What follows belongs to an exercise in optimizing a design on an open flow for small area; a production flow would make more cautious choices. Only simulation tests tie the RTL to the original design; equivalence was not proved. Power is estimated from default activity; no workload was simulated.

Design core_btb, start of the top module:
module core_btb (
  input  logic        clk,
  input  logic        rst,
  input  logic [31:0] pc_in,
  input  logic        pc_go,
  input  logic        update_v,
  input  logic [31:0] update_pc,
  input  logic [31:0] update_target,
  input  logic [1:0]  update_type,
  input  logic        update_taken,
  input  logic        update_kill,
  output logic        btb_v,
  output logic [1:0]  btb_type,
  output logic [31:0] btb_target,
  output logic [31:0] ras_target
);
  localparam logic [1:0] BR  = 2'b00;
  localparam logic [1:0] JAL = 2'b10;
  localparam logic [1:0] JR  = 2'b11;
  logic [15:0] r_valid;
  logic [25:0] r_tag    [16];
  logic [1:0]  r_type   [16];
  logic [1:0]  r_ctr    [16];
  logic [31:0] r_target [16];
  logic [31:0] r_stack  [4];
  logic [1:0]  r_top;
  logic [2:0]  r_cnt;
  logic        w_unused;
  assign w_unused = &{1'b0, pc_in[1:0], update_pc[1:0]};
  logic [15:0] w_sel, w_usel;
  always_comb begin
    for (int i = 0; i < 16; i++) begin
      w_sel[i]  = (pc_in[5:2] == 4'(i));
      w_usel[i] = (update_pc[5:2] == 4'(i));
    end
  end
  logic [25:0] w_tag;
  logic [1:0]  w_type;
  logic        w_ctr1;
  logic [31:0] w_target;
  logic        w_valid;
  always_comb begin
    w_tag = '0; w_type = '0; w_ctr1 = 1'b0; w_target = '0; w_valid = 1'b0;
    for (int i = 0; i < 16; i++) begin
      w_tag    = w_tag    | ({26{w_sel[i]}} & r_tag[i]);
      w_type   = w_type   | ({2{w_sel[i]}}  & r_type[i]);
      w_ctr1   = w_ctr1   | (w_sel[i] & r_ctr[i][1]);
      w_target = w_target | ({32{w_sel[i]}} & r_target[i]);
      w_valid  = w_valid  | (w_sel[i] & r_valid[i]);
    end
  end
  logic [25:0] w_utag;
  logic [1:0]  w_uctr;
  logic        w_uvalid;
  always_comb begin
    w_utag = '0; w_uctr = '0; w_uvalid = 1'b0;
    for (int i = 0; i < 16; i++) begin
      w_utag   = w_utag   | ({26{w_usel[i]}} & r_tag[i]);
      w_uctr   = w_uctr   | ({2{w_usel[i]}}  & r_ctr[i]);
      w_uvalid = w_uvalid | (w_usel[i] & r_valid[i]);
    end
  end
  logic w_hit, w_nonempty, w_push, w_pop;
  ...
For scale: ~170 I/O pins, ~45000 sq um of cells after synthesis.
Settings: LEC_CHECK=0, CAP_MARGIN=20, CORE_MARGIN=2, CORE_UTILIZATION=40, SLEW_MARGIN=20; clock period 6.5 ns.
standard.sh (not shown) runs the stock make flow with config.mk's settings and CLKGATE_MAP_FILE= SYNTH_SCRIPT=/design/flow/synth_recipe.tcl, a recipe that flattens the netlist after the stock synthesis.
==> flow/flow/run.sh <==
#!/bin/bash
# Own layout flow: the standard ORFS flow, with only Yosys's ABC mapping script replaced by an
# area-oriented one (flow/abc.script). Registers are mapped exactly as in the standard synthesis.
set -euo pipefail
here=$(pwd)
rm -rf "$here/scripts_local"
cp -r "$FLOW_HOME/scripts" "$here/scripts_local"
cp "$here/flow/abc.script" "$here/scripts_local/abc_speed.script"
export SCRIPTS_DIR="$here/scripts_local"
bash standard.sh > "$here/orfs_make.log" 2>&1
==> flow/flow/abc.script <==
&get -n
&st
&dch
&nf
&put
topo
The baseline ran to the end with no violations.
Rerun with:
==> flow/flow/run.sh (replaced) <==
#!/bin/bash
# Own layout flow: the standard ORFS flow (standard.sh) with these changes:
#  - Yosys's ABC mapping script is replaced by a delay-oriented mapping without ORFS's extra
#    restructuring rounds and buffering (flow/abc.script); registers map exactly as in the
#    standard synthesis, which only runs ABC on the combinational logic;
#  - the floorplan step skips its pre-placement timing repair (REMOVE_ABC_BUFFERS=1; the mapped
#    netlist holds no buffers to remove);
#  - every input and output port still gets a buffer, but a plain buf_2 instead of the clock
#    delay cell buffer_ports picks by default;
set -euo pipefail
here=$(pwd)
rm -rf "$here/scripts_local"
cp -r "$FLOW_HOME/scripts" "$here/scripts_local"
cp "$here/flow/abc.script" "$here/scripts_local/abc_speed.script"
export SCRIPTS_DIR="$here/scripts_local"
export REMOVE_ABC_BUFFERS=1
export BUFFER_PORTS_ARGS="-buffer_cell sky130_fd_sc_hd__buf_2"
export CTS_ARGS="-sink_clustering_enable -repair_clock_nets -dont_use_dummy_load -buf_list sky130_fd_sc_hd__clkbuf_8 -sink_clustering_size 16 -sink_clustering_max_diameter 60"
bash standard.sh > "$here/orfs_make.log" 2>&1
--- a/flow/config.mk
+++ b/flow/config.mk
@@ -10,0 +11 @@
+export PLACE_DENSITY = 0.75
- The new run finished clean
- first-iteration DRC count went up by 28%
- via count went down by 2.2%
- design area went down by 9.9%
- total power went down by 24%
- clock-buffer cell count went down by 52
- global-route usage went down by 2.9 points
- die area does not change
- core utilization went down by 5.0 points
- synthesized area is unchanged
- routed wire length went down by 10%
- critical path depth went down by 4
Rerun with:
==> flow/run.sh (new file) <==
#!/bin/bash
# synth_recipe.tcl (not shown) runs the flow's synth.tcl, then flattens the netlist and writes it again
# the make line also repeats each setting of config.mk as NAME=value (left out here)
make -C /OpenROAD-flow-scripts/flow DESIGN_CONFIG=/design/flow/config.mk WORK_HOME=/design/flow/orfs CLKGATE_MAP_FILE= SYNTH_SCRIPT=/design/flow/synth_recipe.tcl finish
--- a/flow/config.mk
+++ b/flow/config.mk
@@ -8 +8 @@
-export CAP_MARGIN = 20
+export CAP_MARGIN = 0
@@ -11,2 +11,2 @@
-export PLACE_DENSITY = 0.75
-export SLEW_MARGIN = 20
+export CTS_BUF_LIST = sky130_fd_sc_hd__clkbuf_4 sky130_fd_sc_hd__clkbuf_8
+export SLEW_MARGIN = 0
removed: flow/flow/run.sh
removed: flow/flow/abc.script
removed: flow/standard.sh
First-iteration DRC count shrinks by about 16%.
Core utilization grows by 3.3 points.
Flip-flop and latch count stays the same.
Total power grows by about 30%.
Final cell count grows by about 20%.
Setup slack loses 0.031 ns.
Wire length grows by 31%.
Synthesized area grows by 9.6%.
Rerun with:
==> flow/flow/run.sh (new file) <==
#!/bin/bash
# Own layout flow: the standard ORFS flow (standard.sh) with these changes:
#  - Yosys's ABC mapping script is replaced by a delay-oriented mapping without ORFS's extra
#    restructuring rounds and buffering (flow/abc.script); registers map exactly as in the
#    standard synthesis, which only runs ABC on the combinational logic;
#  - the floorplan step skips its pre-placement timing repair (REMOVE_ABC_BUFFERS=1; the mapped
#    netlist holds no buffers to remove);
#  - every input and output port still gets a buffer, but a plain buf_2 instead of the clock
#    delay cell buffer_ports picks by default;
set -euo pipefail
here=$(pwd)
rm -rf "$here/scripts_local"
cp -r "$FLOW_HOME/scripts" "$here/scripts_local"
cp "$here/flow/abc.script" "$here/scripts_local/abc_speed.script"
export SCRIPTS_DIR="$here/scripts_local"
export REMOVE_ABC_BUFFERS=1
export BUFFER_PORTS_ARGS="-buffer_cell sky130_fd_sc_hd__buf_2"
export CTS_ARGS="-sink_clustering_enable -repair_clock_nets -dont_use_dummy_load -buf_list sky130_fd_sc_hd__clkbuf_8 -sink_clustering_size 16 -sink_clustering_max_diameter 60"
bash standard.sh > "$here/orfs_make.log" 2>&1
==> flow/flow/abc.script (new file) <==
&get -n
&st
&dch
&nf
&put
topo
==> flow/standard.sh (new file) <==
#!/bin/bash
# synth_recipe.tcl (not shown) runs the flow's synth.tcl, then flattens the netlist and writes it again
# the make line also repeats each setting of config.mk as NAME=value (left out here)
make -C /OpenROAD-flow-scripts/flow DESIGN_CONFIG=/design/flow/config.mk WORK_HOME=/design/flow/orfs CLKGATE_MAP_FILE= SYNTH_SCRIPT=/design/flow/synth_recipe.tcl "${@:-finish}"
--- a/flow/config.mk
+++ b/flow/config.mk
@@ -8 +8 @@
-export CAP_MARGIN = 0
+export CAP_MARGIN = 20
@@ -10,3 +10,3 @@
-export CORE_UTILIZATION = 40
-export CTS_BUF_LIST = sky130_fd_sc_hd__clkbuf_4 sky130_fd_sc_hd__clkbuf_8
-export SLEW_MARGIN = 0
+export CORE_UTILIZATION = 45
+export PLACE_DENSITY = 0.75
+export SLEW_MARGIN = 20
removed: flow/run.sh
Via count falls by 14%. Sequential share of layout area increases by 10 points. Sequential cell count is unchanged. Synthesized cell count goes down by about 16%. Clock power goes down by about 50%. Final area came out lower by 15%. Clock skew went down by 0.0085 ns. Routed wire length shrinks by 23%. Setup slack gets better by 0.095 ns.

* * *

Setup of north:
core_btb again, from the RTL that the note above started with.
clock: 6.5 ns
lec_check: 0
cap_margin: 0
core_margin: 2
core_utilization: 40
slew_margin: 0
==> flow/flow/run.sh <==
#!/bin/bash
# Own layout flow: the standard ORFS flow (standard.sh) with these changes:
#  - Yosys's ABC mapping script is replaced by a delay-oriented mapping without ORFS's extra
#    restructuring rounds and buffering (flow/abc.script); registers map exactly as in the
#    standard synthesis, which only runs ABC on the combinational logic;
#  - every input and output port still gets a buffer, but a plain buf_2 instead of the clock
#    delay cell buffer_ports picks by default;
#  - clock tree synthesis uses clkbuf_8 buffers, sink clusters of up to 16 flip-flops within
#    60 um, and no dummy loads.
# All make/ORFS output goes to orfs_make.log here and ORFS's own logs under orfs/logs.
# Own layout flow: the standard ORFS flow (standard.sh) with three changes:
#  - Yosys's ABC mapping script is replaced by a delay-oriented mapping without ORFS's extra
#    restructuring rounds and buffering (flow/abc.script); registers map exactly as in the
#    standard synthesis, which only runs ABC on the combinational logic;
#  - every input and output port still gets a buffer, but a plain buf_2 instead of the clock
#    delay cell buffer_ports picks by default;
#  - clock tree synthesis runs with ORFS's arguments plus -dont_use_dummy_load.
# All make/ORFS output goes to orfs_make.log here and ORFS's own logs under orfs/logs.
set -euo pipefail
here=$(pwd)
rm -rf "$here/scripts_local"
cp -r "$FLOW_HOME/scripts" "$here/scripts_local"
cp "$here/flow/abc.script" "$here/scripts_local/abc_speed.script"
export SCRIPTS_DIR="$here/scripts_local"
export BUFFER_PORTS_ARGS="-buffer_cell sky130_fd_sc_hd__buf_2"
export CTS_ARGS="-sink_clustering_enable -repair_clock_nets -dont_use_dummy_load -buf_list sky130_fd_sc_hd__clkbuf_8 -sink_clustering_size 16 -sink_clustering_max_diameter 60"
bash standard.sh > "$here/orfs_make.log" 2>&1
==> flow/flow/abc.script <==
&get -n
&st
&dch
&nf
&put
topo
north went all the way through synthesis, placement and routing and the layout is clean on timing, DRC and antenna.
Input-level comparison between south and north:
Settings: SLEW_MARGIN changed from 0 to 20; CAP_MARGIN changed from 0 to 20.
==> flow/flow/run.sh <==
#!/bin/bash
# Own layout flow: the standard ORFS flow (standard.sh) with three changes:
#  - Yosys's ABC mapping script is replaced by a delay-oriented mapping without ORFS's extra
#    restructuring rounds and buffering (flow/abc.script); registers map exactly as in the
#    standard synthesis, which only runs ABC on the combinational logic;
#  - every input and output port still gets a buffer, but a plain buf_2 instead of the clock
#    delay cell buffer_ports picks by default;
#  - clock tree synthesis runs with ORFS's arguments plus -dont_use_dummy_load.
# All make/ORFS output goes to orfs_make.log here and ORFS's own logs under orfs/logs.
set -euo pipefail
here=$(pwd)
rm -rf "$here/scripts_local"
cp -r "$FLOW_HOME/scripts" "$here/scripts_local"
cp "$here/flow/abc.script" "$here/scripts_local/abc_speed.script"
export SCRIPTS_DIR="$here/scripts_local"
export BUFFER_PORTS_ARGS="-buffer_cell sky130_fd_sc_hd__buf_1"
export CTS_ARGS="-sink_clustering_enable -repair_clock_nets -dont_use_dummy_load -buf_list sky130_fd_sc_hd__clkbuf_8 -sink_clustering_size 16 -sink_clustering_max_diameter 60"
bash standard.sh > "$here/orfs_make.log" 2>&1
Findings:
Wire: south routes more than north. Looking at south and north, the clock network area share is a wash. Max detailed-routing iteration count for the pre-antenna-repair pass across south and north: north. south vs. north: later-pin clock latency in the skew report shows a reduction of 0.04 ns; wire length of the first global-routing pass shows an increase of 3100 um.
The inputs of east differ from those of south as listed below.
Settings: PLACE_DENSITY newly set to 0.75.
-- flow/flow/run.sh --
<<< south, line 1
#!/bin/bash
# Own layout flow: the standard ORFS flow (standard.sh) with three changes:
>>> east, line 1
#!/bin/bash
# Own layout flow: the standard ORFS flow (standard.sh) with these changes:
#  - Yosys's ABC mapping script is replaced by a delay-oriented mapping without ORFS's extra
#    restructuring rounds and buffering (flow/abc.script); registers map exactly as in the
#    standard synthesis, which only runs ABC on the combinational logic;
#  - every input and output port still gets a buffer, but a plain buf_2 instead of the clock
#    delay cell buffer_ports picks by default;
#  - clock tree synthesis uses clkbuf_8 buffers, sink clusters of up to 16 flip-flops within
#    60 um, and no dummy loads.
# All make/ORFS output goes to orfs_make.log here and ORFS's own logs under orfs/logs.
# Own layout flow: the standard ORFS flow (standard.sh) with three changes:
<<< south, line 15
export SCRIPTS_DIR="$here/scripts_local"
export BUFFER_PORTS_ARGS="-buffer_cell sky130_fd_sc_hd__buf_1"
export CTS_ARGS="-sink_clustering_enable -repair_clock_nets -dont_use_dummy_load -buf_list sky130_fd_sc_hd__clkbuf_8 -sink_clustering_size 16 -sink_clustering_max_diameter 60"
>>> east, line 24
export SCRIPTS_DIR="$here/scripts_local"
export BUFFER_PORTS_ARGS="-buffer_cell sky130_fd_sc_hd__buf_2"
export CTS_ARGS="-sink_clustering_enable -repair_clock_nets -dont_use_dummy_load -buf_list sky130_fd_sc_hd__clkbuf_8 -sink_clustering_size 16 -sink_clustering_max_diameter 60"
east vs south, area of all placed cells without fillers went down by about 1.2%. Register-to-register slack (east over south): increase, 0.10 ns. Number of buffers outside the clock class in the layout in east is 73 lower than in south. Max combinational group share of total power across south and east: south. Relative to south, east improves minimum period implied by the final worst setup slack. Going from south to east, maximum number of pins on one net before global-route repair now sits higher; part of the cycle the worst path needs now sits lower; core utilization now sits lower.
## Diff of input files: west against east
Settings: an added GPL_TIMING_DRIVEN of 0; a deleted PLACE_DENSITY that had been 0.75.
-- flow/flow/run.sh --
<<< east, line 1
#!/bin/bash
# Own layout flow: the standard ORFS flow (standard.sh) with these changes:
#  - Yosys's ABC mapping script is replaced by a delay-oriented mapping without ORFS's extra
#    restructuring rounds and buffering (flow/abc.script); registers map exactly as in the
#    standard synthesis, which only runs ABC on the combinational logic;
#  - every input and output port still gets a buffer, but a plain buf_2 instead of the clock
#    delay cell buffer_ports picks by default;
#  - clock tree synthesis uses clkbuf_8 buffers, sink clusters of up to 16 flip-flops within
#    60 um, and no dummy loads.
# All make/ORFS output goes to orfs_make.log here and ORFS's own logs under orfs/logs.
# Own layout flow: the standard ORFS flow (standard.sh) with three changes:
>>> west, line 1
#!/bin/bash
# Own layout flow: the standard ORFS flow (standard.sh) with three changes:
--- outcome ---
west gives more number of nets in the finished design than east did. Reported for west and east, area inside the core boundary turned out identical to the last digit. Share of total power in combinational logic, west and east: lower on east. Delta (west minus east): post-layout total power moved up; final core area utilization increased by 1.3 points relative to the old numbers; post-cts sizing count climbed 20; number of global-route vias before repair lost 185. Of the two values seen for slowest library cell on the worst path, sky130_fd_sc_hd__nor4_2 was produced by west and sky130_fd_sc_hd__nor3b_4 by east. Between west and east, the multi-input gate count does not differ in any meaningful way. Between west and east, the via count does not differ in any meaningful way. Setup WNS east -> west: worse. A first element of the critical path of pc_in[3] is what west shows, while pc_in[2] belongs to east. Layout checks on west: not met. Flow itself completed; violations: negative setup slack.
#### Input delta (middle over west)
Settings: a deleted GPL_TIMING_DRIVEN that had been 0.
==> flow/run.sh (new file) <==
#!/bin/bash
# synth_recipe.tcl (not shown) runs the flow's synth.tcl, then flattens the netlist and writes it again
# the make line also repeats each setting of config.mk as NAME=value (left out here)
make -C /OpenROAD-flow-scripts/flow DESIGN_CONFIG=/design/flow/config.mk WORK_HOME=/design/flow/orfs CLKGATE_MAP_FILE= SYNTH_SCRIPT=/design/flow/synth_recipe.tcl finish
removed: flow/flow/run.sh
removed: flow/flow/abc.script
removed: flow/standard.sh
### Flow results
middle finished end to end and its layout was clean on timing, DRC and antenna. | clock skew | middle vs west | better |. middle ends up with higher worst voltage drop across the vdd grid than west does. [middle] register share of total power fell 16 points relative to west. | worst reg2reg path depth | middle vs west | 1 lower |.

-- static timing again, ports no longer ideal --
No port has a modelled driver above. Below, the same layouts with a new extraction and two added sets of constraints.
Step 1 (the two cells are an assumption about what drives the block):
set clk [get_ports {clk}]
set_driving_cell -lib_cell sky130_fd_sc_hd__clkbuf_16 $clk
set_driving_cell -lib_cell sky130_fd_sc_hd__buf_2 [delete_from_list [all_inputs] $clk]
Step 2, shift: input delay + t, output delay - t, t = (earliest + latest rising clock arrival at the registers) / 2. This alone moves slack from input paths to output paths.
a / b / c = ideal ports / drivers / drivers and shift; a / b = the first two.
| run | t (ns) | slack for setup (ns) | worst setup path after step 2 |
|---|---|---|---|
| the first run of note 1 | 0.785 | 0.083 / 0.050 / -0.134 | input to register |
| the second run of note 1 | 0.778 | 0.103 / 0.065 / 0.065 | input to output |
| the third run of note 1 | 0.993 | 0.072 / 0.047 / 0.047 | input to output |
| the fourth run of note 1 | 0.762 | 0.167 / 0.143 / -0.009 | input to register |
| north | 0.819 | 0.195 / 0.168 / 0.168 | input to output |
| south | 0.818 | 0.080 / 0.050 / 0.010 | input to register |
| east | 0.780 | 0.141 / 0.116 / 0.116 | input to output |
| west | 0.790 | -0.008 / -0.046 / -0.837 | input to register |
| middle | 0.799 | 0.200 / 0.175 / 0.175 | input to output |
Met with ideal ports but missed after step 2: setup timing in the first run of note 1 and the fourth run of note 1. For west, which loses most, drivers alone change the setup slack by -0.038 ns; drivers and shift together by -0.829 ns.
